This is an optimization exercise on Yosys and OpenROAD, whose aim is small area and a short achievable clock period, not a production implementation. In this exercise RTL edits were held to simulation tests only and were not proved equivalent to the original.

==> flow/design.v <==
package datapath_pkg;
  localparam int unsigned WIDTH   = 32;
  localparam int unsigned NUM_GPR = 16;
  localparam int unsigned OP_W    = 5;
  localparam int unsigned SH_W    = $clog2(WIDTH);
  localparam int unsigned IMM_W   = 19;
  typedef logic [OP_W-1:0] op_t;
  localparam op_t OP_ADD  = 5'b00011;
  localparam op_t OP_SUB  = 5'b00100;
  localparam op_t OP_AND  = 5'b00101;
  localparam op_t OP_OR   = 5'b00110;
  localparam op_t OP_ROR  = 5'b00111;
  localparam op_t OP_ROL  = 5'b01000;
  localparam op_t OP_SHR  = 5'b01001;
  localparam op_t OP_SHRA = 5'b01010;
  localparam op_t OP_SHL  = 5'b01011;
  localparam op_t OP_MUL  = 5'b01111;
  localparam op_t OP_DIV  = 5'b10000;
  localparam op_t OP_NEG  = 5'b10001;
  localparam op_t OP_NOT  = 5'b10010;
  typedef struct packed {
    logic [WIDTH-1:0] hi;
    logic [WIDTH-1:0] lo;
  } zreg_t;
endpackage
import datapath_pkg::*;
module datapath_muldiv (
  input  logic        [31:0] a,
  input  logic        [31:0] b,
  input  logic               mul,
  output logic        [63:0] prod,
  output logic        [31:0] quo,
  output logic        [31:0] rem
);
  logic [31:0] an, bn;
  logic        bz;
  assign an = a[31] ? 32'd0 - a : a;
  assign bn = b[31] ? 32'd0 - b : b;
  assign bz = (b == 32'd0);
  logic [7:0]      nz4;
  logic [7:0][1:0] l4;
  logic [3:0]      nz8;
  logic [3:0][2:0] l8;
  logic [1:0]      nz16;
  logic [1:0][3:0] l16;
  logic [4:0]      s;
  for (genvar i = 0; i < 8; i++) begin : g_lz4
    assign nz4[i] = |bn[4*i+3:4*i];
    assign l4[i]  = bn[4*i+3] ? 2'd0 : bn[4*i+2] ? 2'd1 : bn[4*i+1] ? 2'd2 : 2'd3;
  end
  for (genvar i = 0; i < 4; i++) begin : g_lz8
    assign nz8[i] = nz4[2*i+1] | nz4[2*i];
    assign l8[i]  = nz4[2*i+1] ? {1'b0, l4[2*i+1]} : {1'b1, l4[2*i]};
  end
  for (genvar i = 0; i < 2; i++) begin : g_lz16
    assign nz16[i] = nz8[2*i+1] | nz8[2*i];
    assign l16[i]  = nz8[2*i+1] ? {1'b0, l8[2*i+1]} : {1'b1, l8[2*i]};
  end
  assign s = nz16[1] ? {1'b0, l16[1]} : {1'b1, l16[0]};
  logic [31:0] dn;
  logic [63:0] x;
  assign dn = bn << s;
  logic [31:0] ar0, ar1, ar2, ar3, ar4, lm;
  assign ar0 = s[0] ? {an[30:0], an[31]}    : an;
  assign ar1 = s[1] ? {ar0[29:0], ar0[31:30]} : ar0;
  assign ar2 = s[2] ? {ar1[27:0], ar1[31:28]} : ar1;
  assign ar3 = s[3] ? {ar2[23:0], ar2[31:24]} : ar2;
  assign ar4 = s[4] ? {ar3[15:0], ar3[31:16]} : ar3;
  for (genvar i = 0; i < 32; i++) begin : g_lm
    assign lm[i] = (5'(i) < s);
  end
  assign x  = {ar4 & lm, ar4 & ~lm};
  logic signed [6:0] m2, m1, m0, mm1;
  always_comb begin
    case (dn[30:28])
      3'd0:    {m2, m1, m0, mm1} = {7'sd12, 7'sd3, -7'sd5,  -7'sd13};
      3'd1:    {m2, m1, m0, mm1} = {7'sd14, 7'sd4, -7'sd6,  -7'sd15};
      3'd2:    {m2, m1, m0, mm1} = {7'sd15, 7'sd4, -7'sd6,  -7'sd16};
      3'd3:    {m2, m1, m0, mm1} = {7'sd16, 7'sd4, -7'sd7,  -7'sd18};
      3'd4:    {m2, m1, m0, mm1} = {7'sd18, 7'sd5, -7'sd8,  -7'sd20};
      3'd5:    {m2, m1, m0, mm1} = {7'sd19, 7'sd5, -7'sd8,  -7'sd21};
      3'd6:    {m2, m1, m0, mm1} = {7'sd20, 7'sd5, -7'sd9,  -7'sd23};
      default: {m2, m1, m0, mm1} = {7'sd22, 7'sd6, -7'sd10, -7'sd25};
    endcase
  end
  logic [34:0] op1, op2;
  assign op1 = mul ? {{3{b[31]}}, b} : {3'b000, dn};
  assign op2 = {op1[33:0], 1'b0};
  logic [34:0] ss [0:16];
  logic [34:0] cc [0:16];
  logic [15:0] k1, k2, kn;        
  logic [15:0] hs0, hs1, hc0, hc1, hm;    
  assign ss[0] = mul ? 35'h0_AAAA_AAAC : {3'b000, x[63:32]};
  assign cc[0] = '0;
  for (genvar j = 0; j < 16; j++) begin : g_row
    logic [34:0] us, uc, e, ad, mj;
    logic signed [6:0] v;
    logic        q2, q1, q0, qm1;
    logic        bk2, bk1, bk0;
    assign us = {ss[j][32:0], 2'b00};
    assign uc = {cc[j][32:0], mul ? 2'b00 : x[31-2*j:30-2*j]};
    assign v   = us[34:28] + uc[34:28];
    assign q2  = v >= m2;
    assign q1  = v >= m1;
    assign q0  = v >= m0;
    assign qm1 = v >= mm1;
    assign bk2 = a[31-2*j];
    assign bk1 = a[30-2*j];
    if (j < 15) begin : g_b
      assign bk0 = a[29-2*j];
    end else begin : g_b0
      assign bk0 = 1'b0;
    end
    assign kn[j] = mul ? bk2 : q1;
    assign k1[j] = mul ? (bk1 ^ bk0) : ((q1 & ~q2) | (qm1 & ~q0));
    assign k2[j] = mul ? ((bk2 & ~bk1 & ~bk0) | (~bk2 & bk1 & bk0)) : (q2 | ~qm1);
    assign e  = (({35{k1[j]}} & op1) | ({35{k2[j]}} & op2)) ^ {35{kn[j]}};
    assign ad = {e[34] ^ mul, e[33:0]};
    assign mj = (us & uc) | (us & ad) | (uc & ad);
    assign ss[j+1] = us ^ uc ^ ad;
    assign cc[j+1] = {mj[33:0], kn[j]};
    assign hs0[j] = ss[j][33];
    assign hs1[j] = ss[j][34];
    assign hc0[j] = cc[j][33];
    assign hc1[j] = cc[j][34];
    assign hm[j]  = mj[34];
  end
  logic [63:0] pa, pb, pm;
  assign pa[34:0] = ss[16];
  assign pb[34:0] = cc[16];
  assign pm[34:0] = '0;
  for (genvar j = 1; j < 16; j++) begin : g_hi
    assign pa[65-2*j] = hs0[j];
    assign pb[65-2*j] = hc0[j];
    assign pm[65-2*j] = hm[j];
    if (j >= 2) begin : g_even
      assign pa[66-2*j] = hs1[j];
      assign pb[66-2*j] = hc1[j];
      assign pm[66-2*j] = 1'b0;
    end
  end
  assign prod = pa + pb + pm;
  logic [34:0] t;
  logic        tneg;
  logic [31:0] rx, qp, qn, uq, ur;
  logic        qsg;
  for (genvar j = 0; j < 16; j++) begin : g_q
    assign qp[31-2*j:30-2*j] = {k2[j] & kn[j], k1[j] & kn[j]};
    assign qn[31-2*j:30-2*j] = {k2[j] & ~kn[j], k1[j] & ~kn[j]};
  end
  assign t    = prod[34:0];    
  assign tneg = t[34];
  assign uq   = qp + ~qn;
  assign qsg  = a[31] ^ b[31];
  assign rx   = t[31:0] + (tneg ? dn : 32'd0);
  assign ur   = rx >> s;
  assign quo  = bz ? 32'hFFFF_FFFF : (uq ^ {32{qsg}}) + {31'd0, ~(qsg ^ tneg)};
  assign rem  = bz ? a : (a[31] ? 32'd0 - ur : ur);
endmodule
module datapath_alu (
  input  logic [WIDTH-1:0] a,
  input  logic [WIDTH-1:0] b,
  input  logic [OP_W-1:0]  op,
  input  logic             inc,      
  output logic [WIDTH-1:0] sum,
  output logic [2*WIDTH-1:0] result
);
  logic [SH_W-1:0] sh;
  assign sh = b[SH_W-1:0];
  logic             is_neg, inv;
  logic [WIDTH-1:0] xa;
  assign is_neg = (op == OP_NEG);
  assign inv    = ~inc & ((op == OP_SUB) | is_neg);
  assign xa     = (is_neg | inc) ? '0 : a;
  assign sum    = xa + (b ^ {WIDTH{inv}}) + {{(WIDTH-1){1'b0}}, inv | inc};
  logic             left;
  logic [SH_W-1:0]  r;
  logic [WIDTH-1:0] rot, ge;     
  logic [WIDTH-1:0] shr_m;       
  assign left = (op == OP_ROL) | (op == OP_SHL);
  assign r    = left ? (SH_W'(0) - sh) : sh;
  logic [2*WIDTH-1:0] rot2;
  assign rot2 = {a, a} >> r;
  assign rot  = rot2[WIDTH-1:0];
  for (genvar i = 0; i < WIDTH; i++) begin : g_mask
    assign ge[i]    = (SH_W'(i) >= sh);
    assign shr_m[i] = ge[WIDTH-1-i];
  end
  logic [2*WIDTH-1:0] prod;
  logic [WIDTH-1:0]   quo, rem;
  datapath_muldiv u_md (.a(a), .b(b), .mul(op == OP_MUL), .prod(prod), .quo(quo), .rem(rem));
  always_comb begin
    result = '0;
    case (op)
      OP_ADD, OP_SUB, OP_NEG: result[WIDTH-1:0] = sum;
      OP_AND:  result[WIDTH-1:0] = a & b;
      OP_OR:   result[WIDTH-1:0] = a | b;
      OP_ROR, OP_ROL: result[WIDTH-1:0] = rot;
      OP_SHR:  result[WIDTH-1:0] = rot & shr_m;
      OP_SHRA: result[WIDTH-1:0] = (rot & shr_m) | ({WIDTH{a[WIDTH-1]}} & ~shr_m);
      OP_SHL:  result[WIDTH-1:0] = rot & ge;
      OP_MUL:  result = prod;
      OP_DIV:  result = {rem, quo};
      OP_NOT:  result[WIDTH-1:0] = ~b;
      default: result = '0;
    endcase
  end
endmodule
import datapath_pkg::*;
module datapath (
  input  logic             Clock,
  input  logic             clear,
  input  logic [WIDTH-1:0] Mdatain,
  input  logic             Read,
  input  logic             write,
  input  logic R0in,  R1in,  R2in,  R3in,  R4in,  R5in,  R6in,  R7in,
  input  logic R8in,  R9in,  R10in, R11in, R12in, R13in, R14in, R15in,
  input  logic R0out, R1out, R2out, R3out, R4out, R5out, R6out, R7out,
  input  logic R8out, R9out, R10out, R11out, R12out, R13out, R14out, R15out,
  input  logic             PCin,
  input  logic             IRin,
  input  logic             MARin,
  input  logic             MDRin,
  input  logic             Yin,
  input  logic             PCout,
  input  logic             MDRout,
  input  logic             Zlowout,
  input  logic             CSignout,
  input  logic             ZMuxOut,
  input  logic             ZMuxEnbale,
  input  logic             ZSelect,
  input  logic             Zin,
  input  logic             IncPC,
  input  logic             aluin,
  input  logic [OP_W-1:0]  aluControl,
  input  logic             AND,
  output logic [WIDTH-1:0] out
);
  logic [NUM_GPR-1:0][WIDTH-1:0] gpr;
  logic [WIDTH-1:0]   pc, ir, mar, mdr, y, bus;
  logic [2*WIDTH-1:0] z, alu_res;
  logic [NUM_GPR-1:0] r_in, r_out;
  logic [OP_W-1:0]    op_sel;
  assign r_in  = {R15in, R14in, R13in, R12in, R11in, R10in, R9in, R8in,
                  R7in,  R6in,  R5in,  R4in,  R3in,  R2in,  R1in, R0in};
  assign r_out = {R15out, R14out, R13out, R12out, R11out, R10out, R9out, R8out,
                  R7out,  R6out,  R5out,  R4out,  R3out,  R2out,  R1out, R0out};
  assign op_sel = AND ? OP_AND : aluControl;
  logic [WIDTH-1:0] inc_sum;
  datapath_alu u_alu (
    .a      (y),
    .b      (bus),
    .op     (op_sel),
    .inc    (Zin & IncPC),
    .sum    (inc_sum),
    .result (alu_res)
  );
  always_comb begin
    bus = '0;
    if (ZMuxOut && ZMuxEnbale) bus = ZSelect ? z[2*WIDTH-1:WIDTH] : z[WIDTH-1:0];
    else if (Zlowout)          bus = z[WIDTH-1:0];
    else if (MDRout)           bus = mdr;
    else if (PCout)            bus = pc;
    else if (CSignout)         bus = {{(WIDTH-IMM_W){ir[IMM_W-1]}}, ir[IMM_W-1:0]};
    else begin
      for (int i = NUM_GPR - 1; i >= 0; i--) begin
        if (r_out[i]) bus = gpr[i];
      end
    end
  end
  assign out = bus;
  always_ff @(posedge Clock or posedge clear) begin
    if (clear) begin
      for (int i = 0; i < NUM_GPR; i++) gpr[i] <= '0;
    end else begin
      for (int i = 0; i < NUM_GPR; i++) begin
        if (r_in[i]) gpr[i] <= bus;
      end
    end
  end
  always_ff @(posedge Clock or posedge clear) begin
    if (clear) begin
      pc  <= '0;
      ir  <= '0;
      mar <= '0;
      mdr <= '0;
      y   <= '0;
      z   <= '0;
    end else begin
      if (PCin)  pc  <= bus;
      if (IRin)  ir  <= bus;
      if (MARin) mar <= bus;
      if (MDRin) mdr <= Read ? Mdatain : bus;
      if (Yin)   y   <= bus;
      if (Zin && IncPC) z <= {{WIDTH{1'b0}}, inc_sum};    
      else if (aluin)   z <= alu_res;
      else if (Zin)     z <= {{WIDTH{1'b0}}, bus};
    end
  end
  logic unused_sigs;
  assign unused_sigs = ^{write, mar, ir[WIDTH-1:IMM_W]};
endmodule
==> flow/flow/run.sh <==
#!/bin/bash
# The standard layout, with timing repair aimed at a setup slack margin
# (ORFS SETUP_SLACK_MARGIN): the clock period and constraints are unchanged,
# repair just keeps working on the critical paths past zero slack.
# Pin swapping is left out of repair (SKIP_PIN_SWAP) so the layout stays
# structurally close to the synthesized netlist.
set -euo pipefail
export SETUP_SLACK_MARGIN="$(cat flow/setup_margin)"
export SKIP_PIN_SWAP=1
bash standard.sh finish > standard.log 2>&1
==> flow/flow/setup_margin <==
50
==> flow/standard.sh <==
#!/bin/bash
# synth_recipe.tcl (not shown) runs the flow's synth.tcl, then flattens the netlist and writes it again
# the make line also repeats each setting of config.mk as NAME=value (left out here)
make -C /OpenROAD-flow-scripts/flow DESIGN_CONFIG=/design/flow/config.mk WORK_HOME=/design/flow/orfs CLKGATE_MAP_FILE= SYNTH_SCRIPT=/design/flow/synth_recipe.tcl "${@:-finish}"
==> flow/config.mk <==
export PLATFORM = sky130hd
export DESIGN_NAME = datapath
export DESIGN_NICKNAME = datapath
export VERILOG_FILES = /design/flow/design.v
export SDC_FILE = /design/flow/constraint.sdc
export NUM_CORES = 4
export LEC_CHECK = 0
export ABC_AREA = 1
export CAP_MARGIN = 20
export CORE_MARGIN = 2
export CORE_UTILIZATION = 45
export SLEW_MARGIN = 20
==> flow/constraint.sdc <==
create_clock -name core_clock -period 150.0 [get_ports {Clock}]
set_input_delay 30.0000 -clock core_clock [delete_from_list [all_inputs] [get_ports {Clock}]]
set_output_delay 30.0000 -clock core_clock [all_outputs]
set_load 0.01 [all_outputs]
==> results.ini <==
[cells_and_area]
fillers = 18480
fin_cells = 16230
drive_above_1_share_pct = 20.05
final_common_cell = nand2_1
final_cell_mix = 2,717 x nand2_1, 1,441 x inv_1, 1,158 x o21ai_0
areaGrowthSynthToFinish_pct = 25.10
nets = 14690

[synth]
syn_inst = 13030
synth_seq_cells = 691
ys_warn_count = 5
async_flop_share_pct = 100.0
ys_seq_area_share_pct = 19.13
synth_ff_type = dfrtp_1
synth_area_per_cell_um2 = 6.938
synth_top_cell_area_share_pct = 19.13
netlist.top_cell.by_area = dfrtp_1
synth.distinct_cells = 83
synth_edf_count = 0
netlist_area_um2 = 90370
synth_area_leaders = dfrtp_1 19%, nand2_1 13%, fa_1 12%
syn_nets = 14260

[grt]
top_usage_layer = met2
grt_first_pass_wirelength_um = 704800
antenna_found_initial = 62
grt.met3_usage_pct = 18.61
grt_overflow_total = 0
grt_max_degree = 124
grt_use_met2_pct = 68.25
met1_usage_pct = 59.64
grt_pass1_vias = 94100
gr-usage-all-layers_pct = 48.42

[timing]
max_slew_margin_pct = 8.654
tns_ns = 0
fin_hold_ws_ns = 0.4824
finalCritPeriodShare_pct = 65.82
max_freq_mhz = 10.13
min_period_ns = 98.73
drv_slew = 0
rsz0062_at_grt = no
setup_violations = 0
finClkSkew_ns = 0.04676
tightest_slew_ns = 1.370
hold_violations = 0

[floorplan]
die_w_um = 452.1
die_area_um2 = 204400
fp-row-count = 164
io_pins = 121
initial_core_util_pct = 45.26
die_y_um = 452.1
core-area_um2 = 199700

[critical_path]
crit_fanout = 21
worst_path_max_delay_cell = fa_2
required_ns = 150.60
arrival_ns = 99.33
cp_num_cells = 440
crit_path_max_incr_delay_ns = 0.70
r2r_cells = 437
crit_family = simple AND/OR/NAND/NOR gates
setup.worst_path.end_class = flip-flop
crit_path_frequent_cell = nand2_1
worst-path-buf-inv = 82
cp-start-kind = primary input
path_class = primary input to flip-flop

[worst_hold_path]
worstHoldPathCells = 2
hp-class = flip-flop to flip-flop

[detailed_routing]
wirelength_um = 525100
drcViolationCount = 0
detail-route-antenna-nets = 0
drt_iter0_markers = 15140
vias = 102800
dr.pass1.iters = 9
routedWlPerCell_um = 32.35
viasPerCell = 6.332

[place]
place_congestion = 1.102
io_buffers = 118
dp.cells = 15300
hpwl_um = 372300

[clock_tree]
cts_buffer_depth = 3
cts_root_buffer = clkbuf_16
clock-sinks = 691
clk_pin_slew_worst_paths_ns = 0.06
cts.hold.buffers_added = 0
cts_tree = built
insertion_delay_ns = 0.72
htree_levels = 3
cts_buffers = 79

[job]
cap_viol_max_count = 0

[status]
status = no timing/DRC/antenna violations

-- timing repair --
item                                    CTS  global route
resized for setup                       923          1193
cloned                                   58            35
endpoints found under the setup margin   64            64
setup buffers                           280           361
-- worst register-to-register path: cells and delay by family (launching register included) --
kind / cells / cell delay [ns]
compound gates: 83 / 12.08
buf+inv: 79 / 9.96
simple gates: 191 / 20.44
flops: 1 / 0.39
mux: 1 / 0.17
fa+ha+maj: 52 / 19.78
xor+xnor: 31 / 6.47
-- cell families (layout without fill, tap and decap cells) --
logic type | after synthesis | count (layout) | share of synthesized area [%]
DFF | 691 | 691 | 19.13
muxes | 24 | 24 | 0.2658
and+or+nand+nor | 4905 | 4922 | 23.00
xor gates and xnor gates | 805 | 805 | 7.864
AOI/OAI and AO/OA | 3002 | 3002 | 18.62
adders and majority gates | 1142 | 1142 | 20.20
buffers and inverters | 2455 | 2938 | 10.91
other | 1 | 49 | 0.004150
-- final timing paths --
path / startpoint / endpoint / slack, ns
hold / removal: z[19] / z[19] / 0.48
setup / recovery: R14out / z[60] / 51.27
min in group asynchronous: clear / gpr[162] / 29.83
hold reg to reg: z[19] / z[19] / 0.48
max in group asynchronous: clear / y[31] / 117.05
setup reg to reg: gpr[458] / z[60] / 80.62
-- state kept, by name (all words and copies together), names as in the netlist --
signal	flops
gpr	512
y	32
z	64
mdr	32
pc	32
ir	19
-- final cells by class --
class | count | area, µm² | area share, %
clock buffers | 106 | 2218 | 1.962
multi-input cells | 9896 | 70680 | 62.52
repair inverters | 2 | 20.02 | 0.01771
flip-flops and latches | 691 | 17290 | 15.30
repair buffers | 1186 | 12610 | 11.16
inverters | 1605 | 6357 | 5.624
well taps | 2656 | 3323 | 2.940
clock inverters | 39 | 425.4 | 0.3763
diodes | 48 | 120.1 | 0.1063
-- cells in the mapped netlist, types with 16 or more instances --
cell type      number
nand2_1          3027
inv_1            1514
o21ai_0          1314
nand3_1           771
xor2_1            759
dfrtp_1           691
a21oi_1           660
nor2_1            633
ha_1              614
o22ai_1           557
fa_1              528
clkbuf_1          513
buf_1             132
nand4_1           113
buf_2             102
o21ai_1            77
or2_2              66
o211ai_1           64
nand2_2            63
nor3_1             63
buf_4              52
a21boi_0           50
inv_2              49
and2_1             44
o21a_1             44
clkinv_1           42
xnor2_1            40
a31oi_1            39
o21bai_1           38
nor2_2             33
o2111ai_1          26
buf_6              25
dlygate4sd1_1      25
mux2i_1            24
o31ai_1            20
nand3b_1           18
nand2_4            16
nand3_2            16
-- per-layer routing --
layer / vias to the layer above / share of wire, %
met5: - / 0.057
met4: 38 / 9.8
met3: 2074 / 14
met2: 7494 / 40
met1: 49570 / 36
li1: 43590 / -
-- metrics by stage --
step / setup WS [ns] / instance area, µm² / utilization [%]
2_1_floorplan: 50.15 / 90390 / -
6_report: 51.27 / 113000 / 56.62
3_3_place_gp: 26.64 / 93980 / 47.07
4_1_cts: 50.03 / 104300 / 52.25
3_5_place_dp: 26.30 / 94010 / 47.09
5_1_grt: 48.98 / 112900 / 56.57

-- re-timing with driven ports --
The flow's constraints put no driver on any port. The routed layout listed below was extracted and timed again, unchanged, in two steps.
Step 1 (the two cells are an assumption about what drives the block):
set clk [get_ports {Clock}]
set_driving_cell -lib_cell sky130_fd_sc_hd__clkbuf_16 $clk
set_driving_cell -lib_cell sky130_fd_sc_hd__buf_2 [delete_from_list [all_inputs] $clk]
Step 2 moves the port delays by t, midway between the first and last clock arrival at a register: inputs arrive t later, outputs are due t later. That takes back most of the time a late clock gives input paths.
Three values: no drivers, after step 1, after step 2; two values: the first two.
shift t [ns]: 0.775
setup slack, ns: 51.270 / 51.290 / 50.515
hold WS [ns]: 0.482 / 0.482 / 0.482
slew at the worst register clock pin (ns): 0.08 / 0.08
pins driven straight from the clock port: 1
After both steps setup and hold are still met in this run. For this run, drivers alone change the setup slack by +0.020 ns; drivers and shift together by -0.755 ns.
